Background: an optimization exercise with open tools, aiming at small area and a short achievable clock period. Do not read the settings as production practice.
Where RTL was checked, it was by simulation tests only, not by an equivalence proof against the original.
No activity file was given, so power comes from the tool's default toggle rates.

## red
==> flow/design.v <==
module apb_ram_strb #(
  parameter int unsigned ADDR_WIDTH  = 10,
  parameter int unsigned DATA_WIDTH  = 32,
  parameter int unsigned RAM_DEPTH   = 128,
  parameter int unsigned WAIT_CYCLES = 0,
  parameter int unsigned RO_BASE     = 96
) (
  input  logic                      pclk,
  input  logic                      presetn,
  input  logic                      psel,
  input  logic                      penable,
  input  logic                      pwrite,
  input  logic [ADDR_WIDTH-1:0]     paddr,
  input  logic [DATA_WIDTH-1:0]     pwdata,
  input  logic [DATA_WIDTH/8-1:0]   pstrb,
  output logic [DATA_WIDTH-1:0]     prdata,
  output logic                      pready,
  output logic                      pslverr
);
  localparam int NR = 43;             
  localparam int NG = 6;              
  logic        idle_q;                
  logic        acc_q;                 
  logic        pready_q;              
  logic        pslverr_q;
  logic [31:0] prdata_q;
  logic [NR-1:0] rl_q;                
  logic [NR-1:0] rw_q;                
  logic [NG-1:0] grp_q;               
  logic          oor_q;               
  logic          write_q;
  logic [31:0]   wdata_q;
  logic [3:0]    strb_q;
  logic [1:0]  ph_q;
  logic [2:0]  pos_q;
  logic        c1_q;
  logic [3:0]  act_q;
  logic [3:0]  pag_q [NG];
  logic [31:0] wdp_q;
  wire setup   = idle_q & psel & ~penable;
  wire perform = acc_q & psel & penable;
  wire commit  = perform & write_q & ~oor_q & ~presetn;
  wire [6:0] widx = paddr[8:2];
  logic [NR-1:0] ring_l;
  logic [NG-1:0] grp_l;
  logic [1:0]    sub_l;
  always_comb begin
    ring_l = '0;
    grp_l  = '0;
    sub_l  = 2'd0;
    for (int i = 0; i < 128; i++) begin
      if (widx == 7'(i)) begin
        ring_l[i / 3]     = 1'b1;
        grp_l[i / 24]     = 1'b1;
        sub_l             = 2'(i % 3);
      end
    end
  end
  always_ff @(posedge pclk) begin
    if (idle_q) begin
      rl_q    <= ring_l;
      rw_q    <= ring_l & {NR{pwrite}};
      grp_q   <= grp_l;
      oor_q   <= paddr[9];
      write_q <= pwrite;
      wdata_q <= pwdata;
      strb_q  <= pstrb;
    end
  end
  always_ff @(posedge pclk) begin
    if (presetn) begin
      idle_q    <= 1'b1;
      acc_q     <= 1'b0;
      pready_q  <= 1'b0;
      pslverr_q <= 1'b0;
    end else begin
      idle_q    <= ~setup & ~perform;
      acc_q     <= setup;
      pready_q  <= perform;
      pslverr_q <= perform & oor_q;
    end
  end
  logic [1:0] nslot;
  always_comb begin
    case ({sub_l, ph_q})
      4'b00_00, 4'b01_10, 4'b10_01: nslot = 2'd1;
      4'b00_01, 4'b01_00, 4'b10_10: nslot = 2'd2;
      default:                      nslot = 2'd0;
    endcase
  end
  logic [3:0] act_d;
  logic [2:0] pos_r;                  
  logic [2:0] pos_d;
  assign act_d = commit ? strb_q : (c1_q ? act_q : 4'h0);
  assign pos_r = {pos_q[1:0], pos_q[2]};
  assign pos_d = idle_q ? (3'd1 << nslot) : pos_r;
  always_ff @(posedge pclk) begin
    ph_q  <= (ph_q == 2'd2) ? 2'd0 : ph_q + 2'd1;
    pos_q <= pos_d;
    c1_q  <= commit;
    act_q <= act_d;
    for (int g = 0; g < NG; g++) pag_q[g] <= act_d & {4{pos_r[2] & grp_q[g]}};
    wdp_q <= wdata_q & {{8{act_d[3]}}, {8{act_d[2]}}, {8{act_d[1]}}, {8{act_d[0]}}}
                     & {32{pos_r[2]}};
  end
  wire  [3:0]  pal = {4{commit & pos_q[2]}} & strb_q;
  wire  [31:0] wdl = wdata_q & {{8{pal[3]}}, {8{pal[2]}}, {8{pal[1]}}, {8{pal[0]}}};
  wire  [31:0] wde = wdp_q | wdl;
  logic [31:0]  m0 [NR];
  logic [31:0]  m1 [NR];
  logic [31:0]  m2 [NR];
  logic [31:0]  t0, t1, t2;
  generate
    for (genvar r = 0; r < NR; r++) begin : g_ring
      logic [3:0] nwe;
      assign nwe = ~({4{rw_q[r]}} & (pag_q[r / 8] | pal));
      always_ff @(posedge pclk) begin
        m1[r] <= m0[r];
        m2[r] <= m1[r];
        m0[r] <= (m2[r] & {{8{nwe[3]}}, {8{nwe[2]}}, {8{nwe[1]}}, {8{nwe[0]}}})
               | (wde & {32{rw_q[r]}});
      end
    end
  endgenerate
  always_comb begin
    t0 = '0;
    t1 = '0;
    t2 = '0;
    for (int r = 0; r < NR; r++) begin
      t0 = t0 | (m0[r] & {32{rl_q[r]}});
      t1 = t1 | (m1[r] & {32{rl_q[r]}});
      t2 = t2 | (m2[r] & {32{rl_q[r]}});
    end
  end
  wire rd_load = perform & ~write_q & ~oor_q & ~presetn;
  wire rd_hold = ~presetn & ~(perform & (oor_q | ~write_q));
  wire ld0     = rd_load & pos_q[0];
  wire ld1     = rd_load & pos_q[1];
  wire ld2     = rd_load & pos_q[2];
  always_ff @(posedge pclk)
    prdata_q <= (t0 & {32{ld0}}) | (t1 & {32{ld1}}) | (t2 & {32{ld2}})
              | (prdata_q & {32{rd_hold}});
  assign prdata  = prdata_q;
  assign pready  = pready_q;
  assign pslverr = pslverr_q;
endmodule
Settings: LEC_CHECK=0, CAP_MARGIN=20, CORE_MARGIN=2, CORE_UTILIZATION=45, CTS_CLUSTER_DIAMETER=80, CTS_CLUSTER_SIZE=25, PLACE_DENSITY=0.55, SETUP_SLACK_MARGIN=2.1, SLEW_MARGIN=20; clock period 4.5 ns.
run.sh (not shown) runs the stock make flow with config.mk's settings and CLKGATE_MAP_FILE= SYNTH_SCRIPT=/design/flow/synth_recipe.tcl, a recipe that flattens the netlist after the stock synthesis.
red reached the final stage; the timing, design-rule and antenna checks on its layout passed.
The inputs of purple differ from those of red as listed below.
Settings: swapping 45 for 40 in CORE_UTILIZATION; swapping 0.55 for 0.5 in PLACE_DENSITY.
- purple completed; timing, DRC and antenna clean
- From red to purple the numbers moved as follows: area of all sequential standard cells stayed essentially flat; power shows an increase of 0.84%; part of the total power dissipated in the clock network has increased.
- The final critical-path setup slack in purple was lower than what red gave.
- Fraction of area in registers: purple vs red down 0.55 points
- Summary of purple over red: count of multi-input combinational gates barely changed; highest attainable clock frequency lower.
- red → purple: met2 layer usage reported by global route -4.0 points, design area now sits higher.
- What red reported for total setup buffers inserted after CTS has to be multiplied by 1.16 to get the figure for purple.
- What red reported for filler cell count has to be multiplied by 1.17 to get the figure for purple.
No run of this note included a check of the RTL's function; only the layout flow was run.

---

run A:
apb_ram_strb, a different RTL version from the one above (not shown whole).
For scale: ~9800 cells after synthesis, roughly 130000 sq um of cells after synthesis.
==> flow/design.v (excerpt) <==
module apb_ram_strb #(
  parameter int unsigned ADDR_WIDTH  = 10,
  parameter int unsigned DATA_WIDTH  = 32,
  parameter int unsigned RAM_DEPTH   = 128,
  parameter int unsigned WAIT_CYCLES = 0,
  parameter int unsigned RO_BASE     = 96
) (
  input  logic                      pclk,
  input  logic                      presetn,
  input  logic                      psel,
  input  logic                      penable,
  input  logic                      pwrite,
  input  logic [ADDR_WIDTH-1:0]     paddr,
  input  logic [DATA_WIDTH-1:0]     pwdata,
  input  logic [DATA_WIDTH/8-1:0]   pstrb,
  output logic [DATA_WIDTH-1:0]     prdata,
  output logic                      pready,
  output logic                      pslverr
);
  localparam int NR = 43;             
  localparam int NG = 6;              
  logic        idle_q;                
  logic        acc_q;                 
  logic        pready_q;              
  logic        pslverr_q;
  logic [31:0] prdata_q;
  logic [NR-1:0] rl_q;                
  logic [NG-1:0] grp_q;               
  logic          oor_q;               
  logic          write_q;
  logic [31:0]   wdata_q;
  logic [3:0]    strb_q;
  logic [1:0]  ph_q;
  logic [2:0]  pos_q;
  logic        c1_q;
  logic [3:0]  act_q;
  logic [3:0]  pag_q [NG];
  logic [31:0] wdp_q;
  wire setup   = idle_q & psel & ~penable;
  wire perform = acc_q & psel & penable;
  wire commit  = perform & write_q & ~oor_q & ~presetn;
  wire [6:0] widx = paddr[8:2];
  logic [NR-1:0] ring_l;
  logic [NG-1:0] grp_l;
  logic [1:0]    sub_l;
  always_comb begin
    ring_l = '0;
    grp_l  = '0;
    sub_l  = 2'd0;
    for (int i = 0; i < 128; i++) begin
      if (widx == 7'(i)) begin
        ring_l[i / 3]     = 1'b1;
        grp_l[i / 24]     = 1'b1;
        sub_l             = 2'(i % 3);
      end
    end
  end
  always_ff @(posedge pclk) begin
    if (idle_q) begin
      rl_q    <= ring_l;
      grp_q   <= grp_l;
      oor_q   <= paddr[9];
      write_q <= pwrite;
      wdata_q <= pwdata;
      strb_q  <= pstrb;
    end
  end
  ...
Settings: LEC_CHECK=0, CAP_MARGIN=20, CORE_MARGIN=2, CORE_UTILIZATION=40, CTS_CLUSTER_DIAMETER=80, CTS_CLUSTER_SIZE=25, PLACE_DENSITY=0.5, SETUP_SLACK_MARGIN=2.1, SLEW_MARGIN=20; clock period 4.5 ns.
standard.sh (not shown) runs the stock make flow with config.mk's settings and CLKGATE_MAP_FILE= SYNTH_SCRIPT=/design/flow/synth_recipe.tcl, a recipe that flattens the netlist after the stock synthesis.
==> flow/flow/run.sh <==
#!/bin/bash
set -o pipefail
bash standard.sh finish \
  "BUFFER_PORTS_ARGS=-buffer_cell sky130_fd_sc_hd__buf_4" > flow_make.log 2>&1
Run A: PASS, flow complete, no timing, DRC or antenna violations
Here is what was changed in the inputs of run B compared with run A.
==> flow/run.sh (new file) <==
#!/bin/bash
# synth_recipe.tcl (not shown) runs the flow's synth.tcl, then flattens the netlist and writes it again
# the make line also repeats each setting of config.mk as NAME=value (left out here)
make -C /OpenROAD-flow-scripts/flow DESIGN_CONFIG=/design/flow/config.mk WORK_HOME=/design/flow/orfs CLKGATE_MAP_FILE= SYNTH_SCRIPT=/design/flow/synth_recipe.tcl finish
removed: flow/flow/run.sh
removed: flow/standard.sh
- Delta (run B minus run A): switching power of the nets shows an increase of 0.27 mW, count of routing violations after the opening detailed-route iteration shows an increase of about 6%, total length of routed wires shows an increase of 3.1%, maximum frequency shows an increase of 8.3 MHz.
- Against run A as the reference, run B delivers a higher global-route wire length before repair.
--- input diff run B..run C ---
# run B
export LEC_CHECK = 0
export CAP_MARGIN = 20
export CORE_MARGIN = 2
export CORE_UTILIZATION = 40
export CTS_CLUSTER_DIAMETER = 80
export CTS_CLUSTER_SIZE = 25
export PLACE_DENSITY = 0.5
export SETUP_SLACK_MARGIN = 2.1
export SLEW_MARGIN = 20
create_clock -name core_clock -period 4.5 [get_ports {pclk}]
# run C
export LEC_CHECK = 0
export CAP_MARGIN = 20
export CORE_MARGIN = 2
export CORE_UTILIZATION = 40
export CTS_CLUSTER_DIAMETER = 80
export CTS_CLUSTER_SIZE = 28
export PLACE_DENSITY = 0.58
export SETUP_SLACK_MARGIN = 2.0
export SLEW_MARGIN = 20
create_clock -name core_clock -period 4.5 [get_ports {pclk}]
Findings:
Compared with run B, run C has less setup slack.
Going from run B to run C, design area shrank by a few percent.
The higher overall power of the completed layout came out of run B.
The inputs of run D differ from those of run C as listed below.
# run C
export LEC_CHECK = 0
export CAP_MARGIN = 20
export CORE_MARGIN = 2
export CORE_UTILIZATION = 40
export CTS_CLUSTER_DIAMETER = 80
export CTS_CLUSTER_SIZE = 28
export PLACE_DENSITY = 0.58
export SETUP_SLACK_MARGIN = 2.0
export SLEW_MARGIN = 20
create_clock -name core_clock -period 4.5 [get_ports {pclk}]
# run D
export LEC_CHECK = 0
export CAP_MARGIN = 10
export CORE_MARGIN = 2
export CORE_UTILIZATION = 40
export CTS_CLUSTER_DIAMETER = 80
export CTS_CLUSTER_SIZE = 25
export PLACE_DENSITY = 0.58
export SETUP_SLACK_MARGIN = 2.2
export SLEW_MARGIN = 10
create_clock -name core_clock -period 4.5 [get_ports {pclk}]
Notes after the runs:
- Run C -> run D: combinational power increased by more than half
- Run D consumes more power than run C does.
- Changes observed in run D relative to run C: share of total power in the clock network held, post-route worst setup slack went up 130 ps, part of the total power dissipated in combinational logic went up 1.8 points.
- Delta (run D minus run C): minimum clock period went down by 130 ps; maximum operating frequency went up by about 5.4%; average wire per cell in the routed design went up by 5.5 um; clock insertion delay at the later pin of the skew report went up by 20 ps; cell area after layout went up by 8600 sq um.

---

## maple
Starting RTL as in the previous note.
make LEC_CHECK=0 CAP_MARGIN=20 CORE_MARGIN=2 CORE_UTILIZATION=40 CTS_CLUSTER_DIAMETER=80 CTS_CLUSTER_SIZE=25 PLACE_DENSITY=0.66 SETUP_SLACK_MARGIN=2.1 SLEW_MARGIN=20 finish   # period 4.5 ns
run.sh (not shown) runs the stock make flow with config.mk's settings and CLKGATE_MAP_FILE= SYNTH_SCRIPT=/design/flow/synth_recipe.tcl, a recipe that flattens the netlist after the stock synthesis.
Stock flow here: none of the scripts above is used.
maple: flow completed, timing, DRC and antenna clean
Inputs modified between maple and tundra:
--- a/flow/config.mk
+++ b/flow/config.mk
@@ -13 +13 @@
-export PLACE_DENSITY = 0.66
+export PLACE_DENSITY = 0.5
@@ -15,0 +16 @@
+export TNS_END_PERCENT = 10
### Flow results
- Power: tundra draws more than maple
- Comparing area overhead of the layout relative to synthesis for maple and tundra, the smaller number came from maple.
- tundra ended up with sky130_fd_sc_hd__a22oi_1 as its cell at the slowest stage of the critical path; maple ended up with sky130_fd_sc_hd__dfxtp_4.
- The final reports for tundra and maple show final clock period utilization by the worst path higher in the former.
- Looking at critical path class, the reg -> reg result is from tundra; the reg -> out one comes from maple.
Setup changes, tundra to yarrow
--- a/flow/config.mk
+++ b/flow/config.mk
@@ -13 +13 @@
-export PLACE_DENSITY = 0.5
+export PLACE_DENSITY = 0.58
@@ -16 +15,0 @@
-export TNS_END_PERCENT = 10
## What came out
NOTE: number of buffers inserted to repair setup after CTS in yarrow exceeds that of tundra. Compared to tundra, yarrow has sum of internal, switching and leakage power 1100 uW lower. As far as vias after detailed routing is concerned, yarrow and tundra perform about the same. Sort yarrow and tundra by non-clock buffer count asc -> top: yarrow. Going from tundra to yarrow, wire length decreased about 6%; slew at the pin closest to its max-slew limit now sits lower; maximum frequency went up. yarrow reached the end of the flow, and the finished layout is clean on the timing, design-rule and antenna checks.

---

apb_ram_strb, a different RTL version from the one above (not shown whole).
For scale: ~10000 cells after synthesis, ~4300 flip-flops, roughly 85 I/O pins, ~0.13 mm2 of cells after synthesis.
clock: 4.5 ns
lec_check: 0
cap_margin: 20
core_margin: 2
core_utilization: 40
cts_cluster_diameter: 80
cts_cluster_size: 25
place_density: 0.5
setup_slack_margin: 2.1
slew_margin: 20
Edit:
==> flow/flow/run.sh (new file) <==
#!/bin/bash
set -o pipefail
bash standard.sh finish \
  "BUFFER_PORTS_ARGS=-buffer_cell sky130_fd_sc_hd__buf_4" \
  MATCH_CELL_FOOTPRINT=0 > flow_make.log 2>&1
==> flow/standard.sh (new file) <==
#!/bin/bash
# synth_recipe.tcl (not shown) runs the flow's synth.tcl, then flattens the netlist and writes it again
# the make line also repeats each setting of config.mk as NAME=value (left out here)
make -C /OpenROAD-flow-scripts/flow DESIGN_CONFIG=/design/flow/config.mk WORK_HOME=/design/flow/orfs CLKGATE_MAP_FILE= SYNTH_SCRIPT=/design/flow/synth_recipe.tcl "${@:-finish}"
SETUP_SLACK_MARGIN = 2.2   (was 2.1)
TNS_END_PERCENT = 30   (was unset)
removed: flow/run.sh
After rerunning:
- The changed run ran to the end with no violations
- core utilization is higher by 0.86 points
- synthesized cell count stays the same
- global-route usage increases by 4.1 points
- final area rose slightly
- power rose slightly
- sequential power is about the same
- hold slack got worse by 0.23 ns
- clock power barely changes
- sequential share of layout area shrinks by 1.1 points
- worst setup slack loses 0.20 ns
No functional check of the RTL was part of any run of this note.

## static timing again, ports no longer ideal
The results above use ideal ports. As a check the final layouts listed here were re-extracted and re-timed, cells and wires unchanged.
Step 1 assumes that a clkbuf_16 drives the clock port and a buf_2 every other input.
Step 2 adds t to the input delays and takes it off the output delays; t is the mean of the earliest and latest rising clock arrival at the registers after step 1. Input paths then give back, and output paths get back, about the clock's delay inside the block.
Slacks: ideal / step 1 / step 2; pairs: ideal / step 1.
run | t, ns | slack for setup (ns) | hold WS [ns] | worst setup path after step 2 | worst data-port slew with drivers (ns)
red | 1.056 | 1.928 / 1.865 / 1.188 | 0.309 / 0.309 / 0.309 | input to register | 0.04
purple | 1.067 | 1.896 / 1.896 / 1.173 | 0.334 / 0.293 / 0.334 | input to register | 0.05
run A | 1.035 | 1.942 / 1.942 / 1.338 | 0.114 / 0.045 / 0.334 | input to register | 0.05
run B | 1.065 | 1.995 / 1.921 / 1.172 | 0.330 / 0.311 / 0.330 | input to register | 0.05
run C | 1.010 | 1.874 / 1.874 / 1.170 | 0.321 / 0.321 / 0.321 | input to register | 0.04
run D | 1.022 | 2.008 / 1.911 / 1.259 | 0.319 / 0.319 / 0.319 | input to register | 0.05
maple | 1.045 | 1.948 / 1.838 / 1.294 | 0.316 / 0.316 / 0.316 | input to register | 0.05
tundra | 1.023 | 1.892 / 1.892 / 1.153 | 0.343 / 0.343 / 0.343 | input to register | 0.05
yarrow | 1.021 | 1.992 / 1.946 / 1.271 | 0.337 / 0.337 / 0.337 | input to register | 0.04
the first run of note 4 | 1.050 | 1.906 / 1.906 / 1.157 | 0.321 / 0.321 / 0.321 | input to register | 0.10
the second run of note 4 | 1.065 | 1.701 / 1.701 / 1.395 | 0.091 / -0.006 / 0.304 | input to register | 0.12
After both steps every run listed still meets setup and hold. For run B, which loses most, drivers alone change the setup slack by -0.074 ns; drivers and shift together by -0.823 ns.
